Context: an optimization exercise on an open-source flow, tuned for small area and a short achievable clock period. The choices shown serve that exercise and are no tape-out recipe.
In this exercise RTL edits were held to simulation tests only and were not proved equivalent to the original.
Power is estimated from default activity; no workload was simulated.

==> module sys_matmul_stream, before the edit <==
module sys_matmul_stream #(
  parameter int N      = 3,
  parameter int DW     = 8,
  parameter int ACC_W  = 2*DW + $clog2(N),
  parameter int SIGNED = 0
) (
  input  logic             CLK,
  input  logic             rst_n,
  input  logic             vld_in,
  output logic             rdy_in,
  input  logic [DW-1:0]    a,
  input  logic [DW-1:0]    b,
  input  logic             keep,
  output logic             vld_out,
  input  logic             rdy_out,
  output logic [ACC_W-1:0] c,
  output logic             last_out,
  output logic             busy,
  output logic [1:0]       dbg_state
);
  localparam logic [1:0] S_LOAD = 2'd0, S_MAC = 2'd1, S_DRAIN = 2'd2;
  localparam int UD = 0, UY = 1, UZ = 2;
  logic [1:0]       r_state;
  logic [1:0]       r_i, r_j;
  logic             r_busy;
  logic             r_zero;        
  logic             r_clr;         
  logic             r_ph1;         
  logic             r_h1, r_h1i1;  
  logic             r_enD, r_enYZ, r_clrD, r_clrYZ, r_cD1, r_cY1;
  logic [2:0]       r_wD, r_wYZ;   
  logic [9:0]       r_ld;          
  logic [ACC_W-1:0] r_cout;
  logic [DW-1:0]    r_a [2];       
  logic [DW-1:0]    r_b [2];
  logic [DW-1:0]    r_az, r_by;
  logic [14:0]      r_ps [3];      
  logic [14:1]      r_pc [3];
  logic [ACC_W-1:0] r_c [3][3];
  logic w_in_hs, w_out_hs, w_mac, w_drain, w_ld;
  assign w_mac     = r_state[0];
  assign w_drain   = r_state[1];
  assign rdy_in    = (r_state == S_LOAD);
  assign vld_out   = w_drain;
  assign last_out  = r_ld[9];
  assign c         = r_cout;
  assign busy      = r_busy;
  assign dbg_state = r_state;
  assign w_in_hs   = vld_in && rdy_in;
  assign w_out_hs  = w_drain && rdy_out;
  assign w_ld      = (w_mac && (r_j == 2'd2)) || w_out_hs;
  logic w_clr_now;
  assign w_clr_now = ((r_i == 2'd0) && (r_j == 2'd0)) ? (!keep || r_zero) : r_clr;
  always_ff @(posedge CLK) begin
    if (!rst_n) begin
      r_state <= S_LOAD;
      r_i     <= '0;
      r_j     <= '0;
      r_busy  <= 1'b0;
      r_zero  <= 1'b1;
      r_ph1   <= 1'b0;
      r_h1    <= 1'b0;
      r_h1i1  <= 1'b0;
      r_enD   <= 1'b0;
      r_enYZ  <= 1'b0;
      r_wD    <= 3'b001;
      r_wYZ   <= 3'b001;
      r_ld    <= 10'd1;
      r_cout  <= '0;
    end else begin
      case (r_state)
        S_LOAD:  if (w_in_hs && (r_i == 2'd2)) r_state <= S_MAC;
        S_MAC:   r_state <= (r_j == 2'd2) ? S_DRAIN : S_LOAD;
        default: if (w_out_hs && r_ld[9]) r_state <= S_LOAD;
      endcase
      r_ph1  <= w_mac;
      r_h1   <= w_in_hs;
      r_h1i1 <= w_in_hs && (r_i == 2'd1);
      r_enD  <= r_h1;
      r_enYZ <= r_h1i1 || w_mac || r_ph1;
      if (r_enD)  r_wD  <= {r_wD[1:0], r_wD[2]};
      if (r_enYZ) r_wYZ <= {r_wYZ[1:0], r_wYZ[2]};
      if (w_in_hs) begin
        r_i    <= (r_i == 2'd2) ? 2'd0 : r_i + 2'd1;
        r_busy <= 1'b1;
        if ((r_i == 2'd0) && (r_j == 2'd0)) r_zero <= 1'b0;
      end
      if (w_mac) r_j <= (r_j == 2'd2) ? 2'd0 : r_j + 2'd1;
      if (w_out_hs && r_ld[9]) r_busy <= 1'b0;
      if (w_ld) begin
        r_ld   <= {r_ld[8:0], r_ld[9]};
        r_cout <= w_cnext;
      end
    end
  end
  always_ff @(posedge CLK) begin
    if (w_in_hs && (r_i == 2'd0) && (r_j == 2'd0)) r_clr <= !keep || r_zero;
    r_cD1   <= w_in_hs && (r_j == 2'd0) && w_clr_now;
    r_clrD  <= r_cD1;
    r_cY1   <= w_in_hs && (r_i == 2'd1) && (r_j == 2'd0) && r_clr;
    r_clrYZ <= r_cY1 || (r_clr && ((w_mac && (r_j == 2'd0)) || (r_ph1 && (r_j == 2'd1))));
    if (w_in_hs) begin
      r_a[0] <= a;      r_a[1] <= r_a[0];
      r_b[0] <= b;      r_b[1] <= r_b[0];
    end
    if (w_in_hs && (r_i == 2'd0)) begin
      r_az <= a;
      r_by <= b;
    end else if (w_mac) begin
      r_az <= r_a[1];
      r_by <= r_b[1];
    end
  end
  logic [2:0] w_ks [3];    
  logic [2:0] w_ps [3];    
  logic [ACC_W-1:0] w_cnext;
  always_comb begin
    w_ks[UD] = {r_ld[8], r_ld[4], r_ld[0]};
    w_ks[UY] = {r_ld[7], r_ld[6], r_ld[3]};
    w_ks[UZ] = {r_ld[5], r_ld[2], r_ld[1]};
    for (int u = 0; u < 3; u++) begin
      logic [2:0] w;
      w = (u == UD) ? r_wD : r_wYZ;
      for (int p = 0; p < 3; p++)
        w_ps[u][p] = (w[0] & w_ks[u][p]) | (w[1] & w_ks[u][(p+1)%3]) | (w[2] & w_ks[u][(p+2)%3]);
    end
    w_cnext = '0;
    for (int u = 0; u < 3; u++)
      for (int p = 0; p < 3; p++)
        w_cnext = w_cnext | (r_c[u][p] & {ACC_W{w_ps[u][p]}});
  end
  logic [15:0] w_ms [3], w_mc [3];
  mul8cs u_mD (.x(r_a[0]), .y(r_b[0]), .s(w_ms[UD]), .c(w_mc[UD]));
  mul8cs u_mY (.x(r_a[0]), .y(r_by),   .s(w_ms[UY]), .c(w_mc[UY]));
  mul8cs u_mZ (.x(r_az),   .y(r_b[0]), .s(w_ms[UZ]), .c(w_mc[UZ]));
  always_ff @(posedge CLK) begin
    for (int u = 0; u < 3; u++) begin
      r_ps[u] <= w_ms[u][14:0];
      r_pc[u] <= w_mc[u][14:1];
    end
  end
  logic w_en [3], w_cl [3];
  assign w_en[UD] = r_enD;
  assign w_en[UY] = r_enYZ;
  assign w_en[UZ] = r_enYZ;
  assign w_cl[UD] = r_clrD;
  assign w_cl[UY] = r_clrYZ;
  assign w_cl[UZ] = r_clrYZ;
  always_ff @(posedge CLK) begin
    for (int u = 0; u < 3; u++)
      if (w_en[u]) begin
        r_c[u][0] <= r_c[u][1];
        r_c[u][1] <= r_c[u][2];
        r_c[u][2] <= (w_cl[u] ? '0 : r_c[u][0]) + ACC_W'(r_ps[u]) + ACC_W'({r_pc[u], 1'b0});
      end
  end
endmodule
make LEC_CHECK=0 CAP_MARGIN=20 CORE_MARGIN=2 CORE_UTILIZATION=40 CTS_BUF_LIST=sky130_fd_sc_hd__clkbuf_8 CTS_CLUSTER_SIZE=30 SETUP_SLACK_MARGIN=5 SLEW_MARGIN=20 finish   # period 8.0 ns
run.sh (not shown) runs the stock make flow with config.mk's settings and CLKGATE_MAP_FILE= SYNTH_SCRIPT=/design/flow/synth_recipe.tcl, a recipe that flattens the netlist after the stock synthesis.
The starting point finished with timing, DRC and antenna clean.
Then changed:
--- a/flow/design.v
+++ b/flow/design.v
@@ -25,11 +25,11 @@
   logic             r_busy;
   logic             r_zero;        
   logic             r_clr;         
   logic             r_ph1;         
   logic             r_h1, r_h1i1;  
-  logic             r_enD, r_enYZ, r_clrD, r_clrYZ, r_cD1, r_cY1;
+  logic             r_enD, r_enYZ, r_clrD, r_clrYZ, r_cD1, r_cY1, r_pzD;
   logic [2:0]       r_wD, r_wYZ;   
   logic [9:0]       r_ld;          
   logic [ACC_W-1:0] r_cout;
   logic [DW-1:0]    r_a [2];       
   logic [DW-1:0]    r_b [2];
@@ -94,10 +94,11 @@
     end
   end
   always_ff @(posedge CLK) begin
     if (w_in_hs && (r_i == 2'd0) && (r_j == 2'd0)) r_clr <= !keep || r_zero;
     r_cD1   <= w_in_hs && (r_j == 2'd0) && w_clr_now;
+    r_pzD   <= w_in_hs && (r_i == 2'd0) && (r_j == 2'd0) && w_clr_now;
     r_clrD  <= r_cD1;
     r_cY1   <= w_in_hs && (r_i == 2'd1) && (r_j == 2'd0) && r_clr;
     r_clrYZ <= r_cY1 || (r_clr && ((w_mac && (r_j == 2'd0)) || (r_ph1 && (r_j == 2'd1))));
     if (w_in_hs) begin
       r_a[0] <= a;      r_a[1] <= r_a[0];
@@ -137,23 +138,28 @@
     for (int u = 0; u < 3; u++) begin
       r_ps[u] <= w_ms[u][14:0];
       r_pc[u] <= w_mc[u][14:1];
     end
   end
-  logic w_en [3], w_cl [3];
+  logic w_en [3], w_rz [3], w_pz [3];
   assign w_en[UD] = r_enD;
   assign w_en[UY] = r_enYZ;
   assign w_en[UZ] = r_enYZ;
-  assign w_cl[UD] = r_clrD;
-  assign w_cl[UY] = r_clrYZ;
-  assign w_cl[UZ] = r_clrYZ;
+  assign w_rz[UD] = r_clrD && !r_wD[2];
+  assign w_rz[UY] = r_clrYZ && !r_wYZ[2];
+  assign w_rz[UZ] = w_rz[UY];
+  assign w_pz[UD] = r_pzD;
+  assign w_pz[UY] = r_cY1;
+  assign w_pz[UZ] = r_cY1;
   always_ff @(posedge CLK) begin
     for (int u = 0; u < 3; u++)
       if (w_en[u]) begin
-        r_c[u][0] <= r_c[u][1];
+        r_c[u][0] <= w_rz[u] ? '0 : r_c[u][1];
         r_c[u][1] <= r_c[u][2];
-        r_c[u][2] <= (w_cl[u] ? '0 : r_c[u][0]) + ACC_W'(r_ps[u]) + ACC_W'({r_pc[u], 1'b0});
+        r_c[u][2] <= r_c[u][0] + ACC_W'(r_ps[u]) + ACC_W'({r_pc[u], 1'b0});
+      end else if (w_pz[u]) begin
+        r_c[u][0] <= '0;
       end
   end
 endmodule
 module mul8cs (input logic [7:0] x, input logic [7:0] y, output logic [15:0] s, output logic [15:0] c);
   wire pp0_0 = x[0] & y[0];
The new run passed the timing, design-rule and antenna checks.
Flip-flop and latch count is higher by 1.
Synthesized cell count goes down by about 0.7%.
Worst setup slack is better by 0.21 ns.
Final area went down by 2.4%.
Wire length decreases by 4.5%.
Core utilization fell by 1.1 points.
Die area decreases by about 0.7%.
Clock skew drops by 0.023 ns.
Non-clock buffer count decreases by 21.
Via count drops by about 3%.
Total power hardly moves.
Register-to-register slack gets better by 0.22 ns.
Maximum frequency goes up by about 7%.

## static timing again, ports no longer ideal
The flow's constraints put no driver on any port. The routed layouts listed below were extracted and timed again, unchanged, in two steps.
Step 1 sets driving cells, clkbuf_16 on the clock port and buf_2 on the other inputs (assumed; they add their load-dependent delay and slew).
Step 2 moves the port delays by t, midway between the first and last clock arrival at a register: inputs arrive t later, outputs are due t later. That takes back most of the time a late clock gives input paths.
Slacks: no drivers / after step 1 / after step 2; pairs: no drivers / after step 1.
run	t (ns)	setup slack, ns	worst setup path after step 2
the first run	0.693	4.866 / 4.866 / 4.257	input to register
the second run	0.688	5.075 / 5.021 / 4.464	input to register
After both steps setup and hold are still met in every run listed. The setup slack of the second run, which loses most, moves by -0.054 ns with the drivers and by -0.611 ns with both steps.
